Context: an optimization exercise on an open-source flow, tuned for small area, a short achievable clock period and few clock cycles. The choices shown serve that exercise and are no tape-out recipe. The RTL was checked by simulation tests, not by an equivalence proof against the original design. No activity file was given, so power comes from the tool's default toggle rates.

==> flow/design.v <==
function automatic [3:0] board_index(input [1:0] dir, input integer k, input integer i);
	integer r;
	integer c;
	integer idx;
	begin
		case (dir)
			2'd0: begin
				r = k;
				c = i;
			end
			2'd1: begin
				r = k;
				c = 4 - 1 - i;
			end
			2'd2: begin
				r = i;
				c = k;
			end
			default: begin  
				r = 4 - 1 - i;
				c = k;
			end
		endcase
		idx = r * 4 + c;
		board_index = idx[3:0];
	end
endfunction
module line_merge (input [15:0] line_in, output logic [15:0] line_out, output logic changed);
	logic [3:0] a0,a1,a2,a3,p0,p1,p2,p3;
	logic z0,z1,z2,z3;
	logic e01,e12,e23,m0,m1,m2;
	logic [3:0] t0,t1,t2,t3;   
	logic w0,w1,w2;            
	function automatic [3:0] inc(input [3:0] x);
		inc = {x[3]^(x[2]&x[1]&x[0]), x[2]^(x[1]&x[0]), x[1]^x[0], ~x[0]};
	endfunction
	always_comb begin
		{a3,a2,a1,a0} = line_in;
		z0 = a0==0; z1 = a1==0; z2 = a2==0; z3 = a3==0;
		p0 = !z0 ? a0 : !z1 ? a1 : !z2 ? a2 : a3;
		case ({z0,z1})
			2'b00: p1 = a1;
			2'b01, 2'b10: p1 = !z2 ? a2 : a3;
			default: p1 = a3;  
		endcase
		if ({z0,z1} == 2'b11) p1 = (!z2) ? a3 : 4'd0;
		p2 = (!z0 && !z1 && !z2) ? a2 : ((z0 + z1 + z2) == 1 ? a3 : 4'd0);
		if ((z0 + z1 + z2) == 1 && z3) p2 = 0;
		p3 = (!z0 && !z1 && !z2) ? a3 : 4'd0;
		if (!(!z0 && !z1 && !z2 && !z3)) p3 = 0;
		e01 = p0 == p1 && p1 != 0;
		e12 = p1 == p2 && p2 != 0;
		e23 = p2 == p3 && p3 != 0;
		m0 = e01;
		m1 = !m0 && e12;
		m2 = !m1 && e23;
		if (m0) begin
			t0 = inc(p0); w0 = p0 == 15;
			t1 = m2 ? inc(p2) : p2; w1 = m2 && p2 == 15;
			t2 = m2 ? 4'd0 : p3; w2 = 0;
			t3 = 0;
		end else if (m1) begin
			t0 = p0; w0 = 0;
			t1 = inc(p1); w1 = p1 == 15;
			t2 = p3; w2 = 0;
			t3 = 0;
		end else begin
			t0 = p0; w0 = 0;
			t1 = p1; w1 = 0;
			t2 = m2 ? inc(p2) : p2; w2 = m2 && p2 == 15;
			t3 = m2 ? 4'd0 : p3;
		end
		line_out = {t3,t2,t1,t0};
		if (w0 && w1) line_out = {8'd0, t3, t2};
		else if (w0) line_out = {4'd0, t3, t2, t1};
		else if (w1) line_out = {4'd0, t3, t2, t0};
		else if (w2) line_out = {4'd0, t3, t1, t0};
		changed = (z0 && (!z1 || !z2 || !z3)) | (z1 && (!z2 || !z3)) | (z2 && !z3) | m0 | m1 | m2;
	end
endmodule
module g2048_top (
	input  logic        clk,
	input  logic        rst_n,
	input  logic        cyc,
	input  logic        stb,
	input  logic        we,
	input  logic [4:0]  adr,
	input  logic [31:0] dat_w,
	output logic [31:0] dat_r,
	output logic        ack
);
function automatic [3:0] board_index(input [1:0] dir, input integer k, input integer i);
	integer r;
	integer c;
	integer idx;
	begin
		case (dir)
			2'd0: begin
				r = k;
				c = i;
			end
			2'd1: begin
				r = k;
				c = 4 - 1 - i;
			end
			2'd2: begin
				r = i;
				c = k;
			end
			default: begin  
				r = 4 - 1 - i;
				c = k;
			end
		endcase
		idx = r * 4 + c;
		board_index = idx[3:0];
	end
endfunction
	logic [63:0] board;       
	logic [3:0]  lfsr;
	logic [3:0]  ph;          
	logic        pend;        
	logic [1:0]  dir;
	logic        chg;         
	logic [3:0]  rdat;
	logic        rst_q;       
	logic        wr_pend;     
	logic [3:0]  wr_adr;      
	logic        busy;
	logic        req;
	logic        wr_move;
	logic [15:0] wr_cell;     
	logic [3:0]  wr_dat;
	logic [15:0] line;        
	logic [15:0] merged;
	logic        changed;
	logic [63:0] shifted;
	logic [3:0]  lfsr_next;
	logic [15:0] put;
	logic [63:0] cur;         
	logic        win;
	logic        lose;
	logic [3:0]  rd_data;
	assign busy    = |ph;
	assign req     = cyc && stb && !ack && !busy && !rst_q;
	assign wr_move = req && we && (adr == 5'd16);
	always_comb begin
		for (int i = 0; i < 4; i++)
			line[4*i +: 4] = board[4*board_index(dir, 0, i) +: 4];
	end
	line_merge u_merge (
		.line_in  (line),
		.line_out (merged),
		.changed  (changed)
	);
	always_comb begin
		for (int r = 0; r < 4; r++)
			for (int c = 0; c < 4; c++)
				if (!dir[1]) begin
					if (r < 3)
						shifted[4*(4*r + c) +: 4] = board[4*(4*(r + 1) + c) +: 4];
					else if (dir[0])
						shifted[4*(4*r + c) +: 4] = merged[4*(3 - c) +: 4];
					else
						shifted[4*(4*r + c) +: 4] = merged[4*c +: 4];
				end else begin
					if (c < 3)
						shifted[4*(4*r + c) +: 4] = board[4*(4*r + c + 1) +: 4];
					else if (dir[0])
						shifted[4*(4*r + c) +: 4] = merged[4*(3 - r) +: 4];
					else
						shifted[4*(4*r + c) +: 4] = merged[4*r +: 4];
				end
	end
	assign lfsr_next = {lfsr[2:0], lfsr[3] ^ lfsr[2]};
	always_comb begin
		logic [15:0] empty;
		logic [15:0] upper;
		logic [15:0] pu;
		logic [15:0] pe;
		logic        any_upper;
		for (int j = 0; j < 16; j++) begin
			empty[j] = (board[4*j +: 4] == 4'd0);
			upper[j] = empty[j] && (j >= lfsr_next);
		end
		pu[0] = 1'b0;
		pe[0] = 1'b0;
		for (int j = 1; j < 16; j++) begin
			pu[j] = pu[j-1] | upper[j-1];
			pe[j] = pe[j-1] | empty[j-1];
		end
		any_upper = pu[15] | upper[15];
		for (int j = 0; j < 16; j++)
			put[j] = pend && chg && (any_upper ? (upper[j] && !pu[j]) : (empty[j] && !pe[j]));
		cur = board;
		for (int j = 0; j < 16; j++)
			cur[4*j] = board[4*j] | put[j];
	end
	always_comb begin
		logic full;
		logic pair;
		win  = 1'b0;
		full = 1'b1;
		pair = 1'b0;
		for (int q = 0; q < 16; q++) begin
			if (cur[4*q +: 4] == 4'd0) full = 1'b0;
			if (cur[4*q +: 4] == 11) win = 1'b1;
		end
		for (int r = 0; r < 4; r++)
			for (int c = 0; c < 3; c++)
				if (cur[4*(4*r + c) +: 4] == cur[4*(4*r + c + 1) +: 4]) pair = 1'b1;
		for (int r = 0; r < 3; r++)
			for (int c = 0; c < 4; c++)
				if (cur[4*(4*r + c) +: 4] == cur[4*(4*r + c + 4) +: 4]) pair = 1'b1;
		lose = full && !pair;
	end
	always_comb begin
		logic [3:0] rowv [4];
		logic [3:0] cellv;
		logic [3:0] stv;
		for (int r = 0; r < 4; r++)
			rowv[r] = adr[1] ? (adr[0] ? cur[4*(4*r + 3) +: 4] : cur[4*(4*r + 2) +: 4])
			                 : (adr[0] ? cur[4*(4*r + 1) +: 4] : cur[4*(4*r) +: 4]);
		cellv   = adr[3] ? (adr[2] ? rowv[3] : rowv[2]) : (adr[2] ? rowv[1] : rowv[0]);
		stv     = (adr[3:0] == 5'd17 - 5'd16) ? {1'b0, lose, win, busy} : 4'd0;
		rd_data = adr[4] ? stv : cellv;
	end
	always_comb begin
		for (int j = 0; j < 16; j++)
			wr_cell[j] = rst_q || (wr_pend && (wr_adr == j));
		wr_dat = rst_q ? 4'd0 : dat_w[3:0];
	end
	always_ff @(posedge clk) begin
		for (int j = 0; j < 16; j++)
			if (wr_cell[j])
				board[4*j +: 4] <= wr_dat;
			else if (busy)
				board[4*j +: 4] <= shifted[4*j +: 4];
			else
				board[4*j +: 4] <= cur[4*j +: 4];
	end
	always_ff @(posedge clk) begin
		if (!rst_n)
			ack <= 1'b0;
		else
			ack <= req;
		rst_q   <= !rst_n;
		wr_pend <= rst_n && req && we && !adr[4];
		wr_adr  <= adr[3:0];
	end
	always_ff @(posedge clk) begin
		if (rst_q) begin
			ph   <= 4'd0;
			pend <= 1'b0;
			lfsr <= 4'b1001;
		end else begin
			ph   <= {ph[2:0], wr_move};
			pend <= ph[3];
			if (pend && chg)
				lfsr <= lfsr_next;
		end
	end
	always_ff @(posedge clk) begin
		if (!busy)
			dir <= dat_w[1:0];
		chg  <= busy && ((!ph[0] && chg) || changed);
		rdat <= rd_data;
	end
	assign dat_r = {28'd0, rdat};
endmodule
export LEC_CHECK = 0
export CAP_MARGIN = 20
export CORE_MARGIN = 2
export CORE_UTILIZATION = 40
export CTS_BUF_LIST = sky130_fd_sc_hd__clkbuf_4 sky130_fd_sc_hd__clkbuf_8
export SLEW_MARGIN = 20
create_clock -name core_clock -period 30.0 [get_ports {clk}]
standard.sh (not shown) runs the stock make flow with config.mk's settings and CLKGATE_MAP_FILE= SYNTH_SCRIPT=/design/flow/synth_recipe.tcl, a recipe that flattens the netlist after the stock synthesis.
==> flow/flow/run.sh <==
#!/bin/bash
# Layout flow: the standard ORFS flow, with synthesis changed only in its
# technology mapping: no adder extraction (ADDER_MAP_FILE empty) and an
# area-oriented ABC script for the combinational logic, then ABC gate sizing. Registers, their
# names and cell types are as the standard synthesis makes them. The port
# buffers are buf_4 instead of the flow's pick. One tie cell drives all the
# constant outputs.
set -euo pipefail
HERE=$(pwd)
FLOW_DIR=$HERE/flow

# The read mux (from the address inputs to the read data register) is mapped
# on its own for depth first, as the address arrives late in the cycle; the
# rest of the logic is mapped for area.
cat > $HERE/own_synth.tcl <<'TCL'
proc abc {args} {
  set i [lsearch -exact $args -script]
  set stop ":-sky130_fd_sc_hd__dfxtp_1:-sky130_fd_sc_hd__edfxtp_1"
  yosys select -set rdmux i:adr %co*$stop c:rdat* %ci1 %ci*$stop %i {t:$_*} %i
  yosys tee -q -o $::env(OWN_FLOW_DIR)/../rdmux_cells.txt select -list @rdmux
  set fast $args
  lset fast [expr { $i + 1 }] $::env(OWN_FLOW_DIR)/abc_fast.script
  yosys abc {*}$fast @rdmux
  lset args [expr { $i + 1 }] $::env(OWN_FLOW_DIR)/abc_area.script
  yosys abc {*}$args
}
TCL
echo "source $HERE/synth_recipe.tcl" >> $HERE/own_synth.tcl
export OWN_FLOW_DIR=$FLOW_DIR

sed -e "s#SYNTH_SCRIPT=[^ ]*#SYNTH_SCRIPT=$HERE/own_synth.tcl ADDER_MAP_FILE= SKIP_REPAIR_TIE_FANOUT=1 SYNTH_INSBUF=0 BUFFER_PORTS_ARGS='-buffer_cell sky130_fd_sc_hd__buf_4'#" standard.sh > $HERE/own_standard.sh
grep -q "own_synth.tcl" $HERE/own_standard.sh

bash $HERE/own_standard.sh finish > $HERE/make_finish.log 2>&1
==> flow/flow/abc_area.script <==
strash
&get -n
&fraig -x
&put
scorr
dc2
balance -l
resub -K 6 -l
rewrite -l
resub -K 6 -N 2 -l
refactor -l
resub -K 8 -l
balance -l
resub -K 8 -N 2 -l
rewrite -l
resub -K 10 -l
rewrite -z -l
resub -K 10 -N 2 -l
balance -l
resub -K 12 -l
refactor -z -l
resub -K 12 -N 2 -l
rewrite -z -l
balance -l
strash
dch -f
amap
topo
stime -c
upsize -c
dnsize -c
==> flow/flow/abc_fast.script <==
strash
&get -n
&fraig -x
&put
scorr
dc2
strash
&get -n
&dch -f
&if -g -K 6
&synch2
&nf
&put
Testbench counts at the start, summed over its fixed seeds: cycles 70,728.
Rerun with:
==> flow/flow/run.sh (replaced) <==
#!/bin/bash
# Layout flow: the standard ORFS flow, with synthesis changed only in its
# technology mapping: no adder extraction (ADDER_MAP_FILE empty) and an
# area-oriented ABC script for the combinational logic. Registers, their
# names and cell types are as the standard synthesis makes them. The port
# buffers are buf_2 instead of the flow's pick.
set -euo pipefail
HERE=$(pwd)
FLOW_DIR=$HERE/flow

cat > $HERE/own_synth.tcl <<TCL
proc abc {args} {
  set i [lsearch -exact \$args -script]
  if { \$i >= 0 } { lset args [expr { \$i + 1 }] $FLOW_DIR/abc_area.script }
  yosys abc {*}\$args
}
source $HERE/synth_recipe.tcl
TCL

sed -e "s#SYNTH_SCRIPT=[^ ]*#SYNTH_SCRIPT=$HERE/own_synth.tcl ADDER_MAP_FILE= BUFFER_PORTS_ARGS='-buffer_cell sky130_fd_sc_hd__buf_2'#" standard.sh > $HERE/own_standard.sh
grep -q "own_synth.tcl" $HERE/own_standard.sh

bash $HERE/own_standard.sh finish > $HERE/make_finish.log 2>&1
==> flow/flow/abc_area.script (replaced) <==
strash
&get -n
&fraig -x
&put
scorr
dc2
dretime
strash
&get -n
&dch -f
&nf -R 1000
&put
- CTS_BUF_LIST: sky130_fd_sc_hd__clkbuf_4 sky130_fd_sc_hd__clkbuf_8 -> default
removed: flow/flow/abc_fast.script
=> Sequential power barely changes; hold slack got worse by 0.0044 ns; global-route usage went down by 6.4 points; routed wire length came out lower by roughly a tenth; worst setup slack gets worse by 1.5 ns; maximum frequency shrinks by about a fifth; power went up by a little under a tenth; clock-buffer cell count rises by 1; non-clock buffer count rises by 7; core utilization increases by 0.24 points.
Rerun with:
==> flow/flow/run.sh (replaced) <==
#!/bin/bash
# Layout flow: the standard ORFS flow, with synthesis changed only in its
# technology mapping: no adder extraction (ADDER_MAP_FILE empty) and an
# area-oriented ABC script for the combinational logic, then ABC gate sizing. Registers, their
# names and cell types are as the standard synthesis makes them. The port
# buffers are buf_4 instead of the flow's pick. One tie cell drives all the
# constant outputs.
set -euo pipefail
HERE=$(pwd)
FLOW_DIR=$HERE/flow

# The read mux (from the address inputs to the read data register) is mapped
# on its own for depth first, as the address arrives late in the cycle; the
# rest of the logic is mapped for area.
cat > $HERE/own_synth.tcl <<'TCL'
proc abc {args} {
  set i [lsearch -exact $args -script]
  set stop ":-sky130_fd_sc_hd__dfxtp_1:-sky130_fd_sc_hd__edfxtp_1"
  yosys select -set rdmux i:adr %co*$stop c:rdat* %ci1 %ci*$stop %i {t:$_*} %i
  yosys tee -q -o $::env(OWN_FLOW_DIR)/../rdmux_cells.txt select -list @rdmux
  set fast $args
  lset fast [expr { $i + 1 }] $::env(OWN_FLOW_DIR)/abc_fast.script
  yosys abc {*}$fast @rdmux
  lset args [expr { $i + 1 }] $::env(OWN_FLOW_DIR)/abc_area.script
  yosys abc {*}$args
}
TCL
echo "source $HERE/synth_recipe.tcl" >> $HERE/own_synth.tcl
export OWN_FLOW_DIR=$FLOW_DIR

sed -e "s#SYNTH_SCRIPT=[^ ]*#SYNTH_SCRIPT=$HERE/own_synth.tcl ADDER_MAP_FILE= SKIP_REPAIR_TIE_FANOUT=1 SYNTH_INSBUF=0 BUFFER_PORTS_ARGS='-buffer_cell sky130_fd_sc_hd__buf_4'#" standard.sh > $HERE/own_standard.sh
grep -q "own_synth.tcl" $HERE/own_standard.sh

bash $HERE/own_standard.sh finish > $HERE/make_finish.log 2>&1
--- a/flow/flow/abc_area.script
+++ b/flow/flow/abc_area.script
@@ -12,0 +13,4 @@
+topo
+stime -c
+upsize -c
+dnsize -c
==> flow/flow/abc_fast.script (new file) <==
strash
&get -n
&fraig -x
&put
scorr
dc2
strash
&get -n
&dch -f
&if -g -K 6
&synch2
&nf
&put
- CTS_BUF_LIST: default -> sky130_fd_sc_hd__clkbuf_4 sky130_fd_sc_hd__clkbuf_8
After rerunning:
- The new run completed with no timing, DRC or antenna violations
- via count falls by about 0.6%
- total power goes down by 8.8%
- non-clock buffer count increases by 1
- critical path depth shrinks by 5
- utilization rose by 0.13 points
- worst setup slack gains 1.8 ns
- global-route usage rose by 0.37 points
- first-iteration DRC count went down by 6.4%
- routed wire length climbs by 0.92%
- register-to-register slack improved by 2.5 ns
Rerun with:
==> flow/flow/abc_area.script (replaced) <==
strash
&get -n
&fraig -x
&put
scorr
dc2
balance -l
resub -K 6 -l
rewrite -l
resub -K 6 -N 2 -l
refactor -l
resub -K 8 -l
balance -l
resub -K 8 -N 2 -l
rewrite -l
resub -K 10 -l
rewrite -z -l
resub -K 10 -N 2 -l
balance -l
resub -K 12 -l
refactor -z -l
resub -K 12 -N 2 -l
rewrite -z -l
balance -l
strash
dch -f
amap
topo
stime -c
upsize -c
dnsize -c
- CORE_UTILIZATION: 40 -> 55
- PLACE_DENSITY: default -> 0.7
The changed run completed without violations.
Die area drops by 30%.
Clock-buffer cell count climbs by 2.
Cell area drops by about 6%.
Rerun with:
--- a/flow/flow/run.sh
+++ b/flow/flow/run.sh
@@ -4 +4 @@
-# area-oriented ABC script for the combinational logic, then ABC gate sizing. Registers, their
+# area-oriented ABC script for the combinational logic. Registers, their
@@ -6,2 +6 @@
-# buffers are buf_4 instead of the flow's pick. One tie cell drives all the
-# constant outputs.
+# buffers are buf_2 instead of the flow's pick.
@@ -31 +30 @@
-sed -e "s#SYNTH_SCRIPT=[^ ]*#SYNTH_SCRIPT=$HERE/own_synth.tcl ADDER_MAP_FILE= SKIP_REPAIR_TIE_FANOUT=1 SYNTH_INSBUF=0 BUFFER_PORTS_ARGS='-buffer_cell sky130_fd_sc_hd__buf_4'#" standard.sh > $HERE/own_standard.sh
+sed -e "s#SYNTH_SCRIPT=[^ ]*#SYNTH_SCRIPT=$HERE/own_synth.tcl ADDER_MAP_FILE= BUFFER_PORTS_ARGS='-buffer_cell sky130_fd_sc_hd__buf_2'#" standard.sh > $HERE/own_standard.sh
==> flow/flow/abc_area.script (replaced) <==
strash
&get -n
&fraig -x
&put
scorr
dc2
dretime
strash
&get -n
&dch -f
&nf -R 1000
&put
- CORE_UTILIZATION: 55 -> 40
- CTS_BUF_LIST: sky130_fd_sc_hd__clkbuf_4 sky130_fd_sc_hd__clkbuf_8 -> default
- PLACE_DENSITY: 0.7 -> default
The new run went through all stages and came out clean.
Sequential power is about the same.
Worst setup slack gets better by 0.10 ns.
Final cell count went up by 8.3%.
Hold slack gets worse by 0.040 ns.
Clock power went up by 37%.
Cell area went up by 5.5%.
Core utilization went down by 17 points.
Synthesized cell count went up by 0.62%.
Rerun with:
--- a/flow/flow/run.sh
+++ b/flow/flow/run.sh
@@ -4 +4 @@
-# area-oriented ABC script for the combinational logic. Registers, their
+# area-oriented ABC script for the combinational logic, then ABC gate sizing. Registers, their
@@ -6 +6 @@
-# buffers are buf_2 instead of the flow's pick.
+# buffers are buf_4 instead of the flow's pick.
@@ -30 +30 @@
-sed -e "s#SYNTH_SCRIPT=[^ ]*#SYNTH_SCRIPT=$HERE/own_synth.tcl ADDER_MAP_FILE= BUFFER_PORTS_ARGS='-buffer_cell sky130_fd_sc_hd__buf_2'#" standard.sh > $HERE/own_standard.sh
+sed -e "s#SYNTH_SCRIPT=[^ ]*#SYNTH_SCRIPT=$HERE/own_synth.tcl ADDER_MAP_FILE= BUFFER_PORTS_ARGS='-buffer_cell sky130_fd_sc_hd__buf_4'#" standard.sh > $HERE/own_standard.sh
--- a/flow/flow/abc_area.script
+++ b/flow/flow/abc_area.script
@@ -12,0 +13,4 @@
+topo
+stime -c
+upsize -c
+dnsize -c
- CTS_BUF_LIST: default -> sky130_fd_sc_hd__clkbuf_4 sky130_fd_sc_hd__clkbuf_8
=> Hold slack gets better by 0.0094 ns. Total power shrinks by 7.5%. Routed wire length grows by 2.7%. Critical path depth stays the same. Final area grows by 1.8%. Area after synthesis grows by 2.4%. Via count grows by 1.2%.

==> port drivers added, routing unchanged <==
No port has a modelled driver above. Below, the same layouts with a new extraction and two added sets of constraints. Step 1: set_driving_cell puts a clkbuf_16 on clk and a buf_2 on each other input, an assumption about the parent block. Step 2 also shifts input and output timing later by t, the mid clock arrival at the registers, as if the neighbouring blocks saw the same clock. Slacks: ideal / step 1 / step 2; pairs: ideal / step 1.
run	shift t [ns]	slack for setup (ns)	worst setup path at the end	worst register clock-pin slew, ns	pins driven straight from the clock port
the first run	0.432	22.548 / 22.548 / 22.481	input to register	0.11 / 0.11	1
the second run	0.410	21.055 / 21.074 / 20.664	input to register	0.08 / 0.08	1
the third run	0.433	22.849 / 22.861 / 22.427	input to register	0.11 / 0.11	1
the fourth run	0.422	22.484 / 22.484 / 22.483	input to register	0.09 / 0.09	1
the fifth run	0.401	22.584 / 22.600 / 22.200	input to register	0.07 / 0.07	1
the sixth run	0.435	22.836 / 22.844 / 22.409	input to register	0.11 / 0.11	1
After both steps setup and hold are still met in every run listed. For the sixth run, which loses most, drivers alone change the setup slack by +0.008 ns; drivers and shift together by -0.427 ns.
